Source: an optimization exercise on an open RTL-to-GDS flow (aim: small area, a short achievable clock period and few clock cycles per item). Production flows keep margins and buffers that such runs may drop. RTL that was checked went through simulation tests only; none was proved equivalent to the original.

run D:
==> flow/design.v (excerpt) <==
module gradient_row_span_generator #(
  parameter int unsigned FbMaxDim = 8192
) (
  input  logic          clk_i,
  input  logic          rst_ni,
  input  logic          s_axis_tvalid,
  output logic          s_axis_tready,
  input  logic [127:0]  s_axis_tdata,
  output logic          m_axis_tvalid,
  input  logic          m_axis_tready,
  output logic [63:0]   m_axis_tdata,
  output logic          m_axis_tuser,
  input  logic          cfg_we_i,
  input  logic [1:0]    cfg_idx_i,
  input  logic [13:0]   cfg_wdata_i
);
For scale: about 7500 cells after synthesis, ~970 flip-flops, about 220 I/O pins, ~0.078 sq mm of cells after synthesis.
Settings: LEC_CHECK=0, CAP_MARGIN=20, CORE_MARGIN=2, CORE_UTILIZATION=40, CTS_BUF_LIST=sky130_fd_sc_hd__clkbuf_8, CTS_CLUSTER_DIAMETER=100, CTS_CLUSTER_SIZE=14, SETUP_SLACK_MARGIN=4.5, SLEW_MARGIN=20, TNS_END_PERCENT=50; clock period 8.5 ns.
run.sh (not shown) runs the stock make flow with config.mk's settings and CLKGATE_MAP_FILE= SYNTH_SCRIPT=/design/flow/synth_recipe.tcl, a recipe that flattens the netlist after the stock synthesis.
Testbench counts of run D, summed over its fixed seeds: cycles 16,048, items 16,000.
What run E does differently from run D at the input level:
# run D
export LEC_CHECK = 0
export CAP_MARGIN = 20
export CORE_MARGIN = 2
export CORE_UTILIZATION = 40
export CTS_BUF_LIST = sky130_fd_sc_hd__clkbuf_8
export CTS_CLUSTER_DIAMETER = 100
export CTS_CLUSTER_SIZE = 14
export SETUP_SLACK_MARGIN = 4.5
export SLEW_MARGIN = 20
export TNS_END_PERCENT = 50
create_clock -name core_clock -period 8.5 [get_ports {clk_i}]
# run E
export LEC_CHECK = 0
export CAP_MARGIN = 20
export CORE_MARGIN = 2
export CORE_UTILIZATION = 40
export CTS_BUF_LIST = sky130_fd_sc_hd__clkbuf_8
export CTS_CLUSTER_DIAMETER = 100
export CTS_CLUSTER_SIZE = 14
export SETUP_SLACK_MARGIN = 4.5
export SLEW_MARGIN = 20
export TNS_END_PERCENT = 5
create_clock -name core_clock -period 8.5 [get_ports {clk_i}]
Findings:
Non-clock buffer total of the final layout is higher on run D
Run E does worse than run D on register-to-register slack.
Against run D, the final cell area of run E is lower.
Clock latency on the worst-skew pair: run D vs run E, no meaningful difference

* * *

Another version of the RTL of gradient_row_span_generator (not shown whole).
Size in the first run: roughly 7400 cells after synthesis, roughly 950 flip-flops, roughly 0.077 mm^2 of cells after synthesis.
clock: 8.5 ns
lec_check: 0
cap_margin: 20
core_margin: 2
core_utilization: 40
cts_buf_list: sky130_fd_sc_hd__clkbuf_4 sky130_fd_sc_hd__clkbuf_8
setup_slack_margin: 5
slew_margin: 20
tns_end_percent: 20
The starting point completed without violations.
Testbench counts at the start, summed over its fixed seeds: cycles 16,048, items 16,000.
==> next run, changes <==
Settings changed: SETUP_SLACK_MARGIN 5 to 4.5.
After rerunning: The changed run completed with no timing, DRC or antenna violations. Die area does not change. Synthesized cell count stays the same. Wire length went down by about 3%. Maximum frequency hardly moves.
==> next run, changes <==
Settings changed: CORE_UTILIZATION 40 to 55, PLACE_DENSITY set to 0.75.
The new run finished clean.
Setup slack gets worse by 0.13 ns.
Worst hold slack gets worse by 0.020 ns.
Sequential share of layout area is higher by 0.49 points.
Non-clock buffer count is lower by 43.
Routed wire length is lower by 3.7%.
Design area is lower by about 1.5%.
Via count is higher by about 2.3%.
Sequential cell count stays the same.
Maximum frequency is lower by 3.0%.
Clock skew is higher by 0.024 ns.

* * *

## rev 12
gradient_row_span_generator again, from the RTL that the note above started with.
clock: 8.5 ns
lec_check: 0
cap_margin: 20
core_margin: 2
core_utilization: 40
cts_buf_list: sky130_fd_sc_hd__clkbuf_4 sky130_fd_sc_hd__clkbuf_8
setup_slack_margin: 4.75
slew_margin: 20
tns_end_percent: 20
Testbench counts of rev 12, summed over its fixed seeds: cycles 16,048, items 16,000.
#### Input delta (rev 13 over rev 12)
- SETUP_SLACK_MARGIN: 4.75 -> 4.5
==> flow/flow/run.sh (new file) <==
#!/bin/bash
# The standard layout, with the port buffers made from sky130_fd_sc_hd__buf_2 cells.
# standard.sh's full output (synthesis through the final report) goes to standard.log;
# ORFS keeps each step's own log under orfs/logs/.
set -euo pipefail
export BUFFER_PORTS_ARGS="-buffer_cell sky130_fd_sc_hd__buf_2"
bash standard.sh > standard.log 2>&1
==> flow/standard.sh (new file) <==
#!/bin/bash
# synth_recipe.tcl (not shown) runs the flow's synth.tcl, then flattens the netlist and writes it again
# the make line also repeats each setting of config.mk as NAME=value (left out here)
make -C /OpenROAD-flow-scripts/flow DESIGN_CONFIG=/design/flow/config.mk WORK_HOME=/design/flow/orfs CLKGATE_MAP_FILE= SYNTH_SCRIPT=/design/flow/synth_recipe.tcl "${@:-finish}"
removed: flow/run.sh
Results
Rev 13 went all the way through synthesis, placement and routing and the layout is clean on timing, DRC and antenna. Every stage of the flow completed for rev 12, and the final layout passed the timing, DRC and antenna checks. Changes observed in rev 13 relative to rev 12: diode insertion count for antenna repair +4; total wire length after detailed routing -about 2.5%; routing usage on met3 +0.19 points. Of the two values seen for startpoint of the most critical setup path, r2_mag[16] was produced by rev 13 and r2_py[1] by rev 12. Taking rev 13 over rev 12, the largest net degree at the start of global routing ratio works out to 1.2. Against rev 12, sum of routed wire segments on met1 in rev 13 fell slightly.

* * *

The RTL this note starts from:
==> flow/design.v <==
module gradient_row_span_generator #(
  parameter int unsigned FbMaxDim = 8192
) (
  input  logic          clk_i,
  input  logic          rst_ni,
  input  logic          s_axis_tvalid,
  output logic          s_axis_tready,
  input  logic [127:0]  s_axis_tdata,
  output logic          m_axis_tvalid,
  input  logic          m_axis_tready,
  output logic [63:0]   m_axis_tdata,
  output logic          m_axis_tuser,
  input  logic          cfg_we_i,
  input  logic [1:0]    cfg_idx_i,
  input  logic [13:0]   cfg_wdata_i
);
  localparam int NRank = 6;            
  localparam logic [7:0] DivReg = 8'b0101_0100;
  logic [13:0] fbw_q, fbh_q, str_q;
  logic [13:0] wsat;
  assign wsat = (cfg_wdata_i > 14'(FbMaxDim)) ? 14'(FbMaxDim) : cfg_wdata_i;
  always_ff @(posedge clk_i or negedge rst_ni) begin
    if (!rst_ni) begin
      fbw_q <= 14'd640;
      fbh_q <= 14'd480;
      str_q <= 14'd640;
    end else if (cfg_we_i) begin
      if (cfg_idx_i == 2'd0) fbw_q <= wsat;
      if (cfg_idx_i == 2'd1) fbh_q <= wsat;
      if (cfg_idx_i == 2'd2) str_q <= wsat;
    end
  end
  logic [NRank:1] vld_q;
  logic           adv;
  assign adv           = !vld_q[NRank] || m_axis_tready;
  assign s_axis_tready = adv;
  assign m_axis_tvalid = vld_q[NRank];
  always_ff @(posedge clk_i or negedge rst_ni) begin
    if (!rst_ni) vld_q <= '0;
    else if (adv) vld_q <= {vld_q[NRank-1:1], s_axis_tvalid};
  end
  logic signed [15:0] in_x, in_y, in_w, in_h;
  logic [14:0] in_j;
  logic [23:0] in_c0, in_c1;
  assign in_x  = s_axis_tdata[15:0];
  assign in_y  = s_axis_tdata[31:16];
  assign in_w  = s_axis_tdata[47:32];
  assign in_h  = s_axis_tdata[63:48];
  assign in_c0 = s_axis_tdata[87:64];
  assign in_c1 = s_axis_tdata[111:88];
  assign in_j  = s_axis_tdata[126:112];
  logic [16:0] s0_py, s0_xe;
  logic        s0_vis, s0_xe_ge;
  logic [14:0] s0_hm1, s0_d, s0_nd;
  logic [23:0] s0_mag;
  logic [2:0]  s0_neg;
  always_comb begin
    s0_py    = {in_y[15], in_y} + {2'b00, in_j};
    s0_xe    = {in_x[15], in_x} + {in_w[15], in_w};
    s0_xe_ge = !s0_xe[16] && (s0_xe[15:13] != 3'd0);
    s0_vis   = !in_h[15] && (in_j < in_h[14:0])            
            && (s0_py[16:13] == 4'd0)                       
            && !s0_xe[16] && (s0_xe[15:0] != 16'd0)         
            && (in_x[15] || (in_x[14:13] == 2'd0));         
    s0_hm1   = in_h[14:0] - 15'd1;
    s0_d     = {s0_hm1[14:1], s0_hm1[0] | (s0_hm1[14:1] == 14'd0)};
    s0_nd    = 15'd0 - s0_d;                               
    for (int c = 0; c < 3; c++) begin
      s0_neg[c] = in_c1[8*c +: 8] < in_c0[8*c +: 8];
      s0_mag[8*c +: 8] = s0_neg[c] ? (in_c0[8*c +: 8] - in_c1[8*c +: 8])
                                   : (in_c1[8*c +: 8] - in_c0[8*c +: 8]);
    end
  end
  logic        r1_vis, r1_xe_ge;
  logic [12:0] r1_py, r1_x0, r1_xe;
  logic [14:0] r1_j, r1_d;
  logic [23:0] r1_c0, r1_mag;
  logic [2:0]  r1_neg;
  always_ff @(posedge clk_i) begin
    if (adv) begin
      r1_vis   <= s0_vis;
      r1_xe_ge <= s0_xe_ge;
      r1_py    <= s0_py[12:0];
      r1_x0    <= in_x[15] ? 13'd0 : in_x[12:0];
      r1_xe    <= s0_xe[12:0];
      r1_j     <= in_j;
      r1_d     <= s0_nd;
      r1_c0    <= in_c0;
      r1_mag   <= s0_mag;
      r1_neg   <= s0_neg;
    end
  end
  logic [13:0] s1_x1;
  logic [14:0] s1_l;
  logic        s1_vis;
  logic [25:0] s1_addr;
  logic [2:0][22:0] s1_n;
  always_comb begin
    s1_x1   = (r1_xe_ge || ({1'b0, r1_xe} > fbw_q)) ? fbw_q : {1'b0, r1_xe};
    s1_l    = {1'b0, s1_x1} - {2'b00, r1_x0};
    s1_vis  = r1_vis && !s1_l[14] && (s1_l[13:0] != 14'd0) && ({1'b0, r1_py} < fbh_q);
    s1_addr = 26'(r1_py * str_q) + 26'(r1_x0);
    for (int c = 0; c < 3; c++) s1_n[c] = r1_mag[8*c +: 8] * r1_j;
  end
  logic [8:0]             dv_vis;
  logic [8:0][25:0]       dv_addr;
  logic [8:0][13:0]       dv_len;
  logic [8:0][14:0]       dv_d;
  logic [8:0][23:0]       dv_c0;      
  logic [8:0][2:0]        dv_neg;
  logic [8:0][2:0][22:0]  dv_rem;
  always_ff @(posedge clk_i) begin
    if (adv) begin
      dv_vis[0]  <= s1_vis;
      dv_addr[0] <= s1_vis ? s1_addr : 26'd0;
      dv_len[0]  <= s1_vis ? s1_l[13:0] : 14'd0;
      dv_d[0]    <= r1_d;
      dv_c0[0]   <= r1_c0;
      dv_neg[0]  <= r1_neg;
      dv_rem[0]  <= s1_n;
    end
  end
  logic [8:1][2:0][22:0] st_rem;
  logic [8:1][2:0][7:0]  st_col;
  logic [8:1][2:0][15:0] st_hi;
  logic [8:1][2:0][16:0] st_t;
  for (genvar s = 1; s <= 8; s++) begin : g_step
    localparam int B = 8 - s;         
    for (genvar c = 0; c < 3; c++) begin : g_ch
      assign st_hi[s][c] = dv_rem[s-1][c][B +: 16];
      assign st_t[s][c]  = {1'b0, st_hi[s][c]} + {2'b11, dv_d[s-1]};    
      always_comb begin
        st_rem[s][c] = '0;
        st_col[s][c] = st_t[s][c][16] ? dv_c0[s-1][8*c +: 8]
                     : dv_c0[s-1][8*c +: 8] + (dv_neg[s-1][c] ? 8'(-(1 << B)) : 8'(1 << B));
        st_rem[s][c][B +: 15] = st_t[s][c][16] ? st_hi[s][c][14:0] : st_t[s][c][14:0];
        if (B > 0) st_rem[s][c][B-1:0] = dv_rem[s-1][c][B-1:0];
      end
    end
    if (s < 8 && DivReg[B]) begin : g_reg
      always_ff @(posedge clk_i) begin
        if (adv) begin
          dv_vis[s]  <= dv_vis[s-1];
          dv_addr[s] <= dv_addr[s-1];
          dv_len[s]  <= dv_len[s-1];
          dv_d[s]    <= dv_d[s-1];
          dv_c0[s]   <= st_col[s];
          dv_neg[s]  <= dv_neg[s-1];
          dv_rem[s]  <= st_rem[s];
        end
      end
    end else begin : g_comb
      assign dv_vis[s]  = dv_vis[s-1];
      assign dv_addr[s] = dv_addr[s-1];
      assign dv_len[s]  = dv_len[s-1];
      assign dv_d[s]    = dv_d[s-1];
      assign dv_c0[s]   = st_col[s];
      assign dv_neg[s]  = dv_neg[s-1];
      assign dv_rem[s]  = st_rem[s];
    end
  end
  logic [23:0] col_d;
  assign col_d = dv_c0[8];
  logic [64:0] out_q;
  always_ff @(posedge clk_i) begin
    if (adv) out_q <= {dv_vis[8], dv_vis[8] ? col_d : 24'd0, dv_len[8], dv_addr[8]};
  end
  assign m_axis_tdata = out_q[63:0];
  assign m_axis_tuser = out_q[64];
endmodule
Settings: LEC_CHECK=0, CAP_MARGIN=20, CORE_MARGIN=2, CORE_UTILIZATION=65, PLACE_DENSITY=0.8, SETUP_SLACK_MARGIN=3, SLEW_MARGIN=20; clock period 8.5 ns.
Stock flow here: none of the scripts above is used.
The starting point went through all stages and came out clean.
==> next run, changes <==
--- a/flow/config.mk
+++ b/flow/config.mk
@@ -10,2 +10 @@
-export CORE_UTILIZATION = 65
-export PLACE_DENSITY = 0.8
+export CORE_UTILIZATION = 40
After rerunning: The changed run finished clean. Critical path depth went down by 3. Cell area is higher by 1.2%. Fmax barely changes. Utilization shrinks by 28 points. Synthesized area stays the same. Setup slack barely changes. Global-route usage goes down by 12 points.
No run of this note included a check of the RTL's function; only the layout flow was run.

[what the ideal ports hide]
The results above use ideal ports. As a check the final layouts listed here were re-extracted and re-timed, cells and wires unchanged. Step 1, drivers: a clkbuf_16 drives clk_i and a buf_2 each remaining input, both assumed. Step 2, shift: input delay + t, output delay - t, t = (earliest + latest rising clock arrival at the registers) / 2. This alone moves slack from input paths to output paths. Slacks: ideal / step 1 / step 2; pairs: ideal / step 1.
| run | t, ns | slack for setup (ns) | worst register clock-pin slew, ns | worst slew at a driven data input, ns | cell pins on the clock port's net |
|---|---|---|---|---|---|
| run D | 0.925 | 4.330 / 4.330 / 3.512 | 0.12 / 0.12 | 0.12 | 1 |
| run E | 0.925 | 4.285 / 4.285 / 3.430 | 0.11 / 0.11 | 0.13 | 1 |
| the first run of note 2 | 1.011 | 4.271 / 4.271 / 3.680 | 0.07 / 0.07 | 0.13 | 1 |
| the second run of note 2 | 1.003 | 4.266 / 4.266 / 3.397 | 0.07 / 0.07 | 0.13 | 1 |
| the third run of note 2 | 0.988 | 4.136 / 4.136 / 3.410 | 0.08 / 0.08 | 0.14 | 1 |
| rev 12 | 1.004 | 4.289 / 4.289 / 3.550 | 0.07 / 0.07 | 0.13 | 1 |
| rev 13 | 1.013 | 4.192 / 4.192 / 3.356 | 0.07 / 0.07 | 0.12 | 1 |
| the first run of note 4 | 0.762 | 2.417 / 2.417 / 2.417 | 0.07 / 0.07 | 0.12 | 1 |
| the second run of note 4 | 0.786 | 2.415 / 2.415 / 2.415 | 0.07 / 0.07 | 0.15 | 1 |
After both steps setup and hold are still met in every run listed. The setup slack of the second run of note 2, which loses most, moves by 0.000 ns with the drivers and by -0.869 ns with both steps.
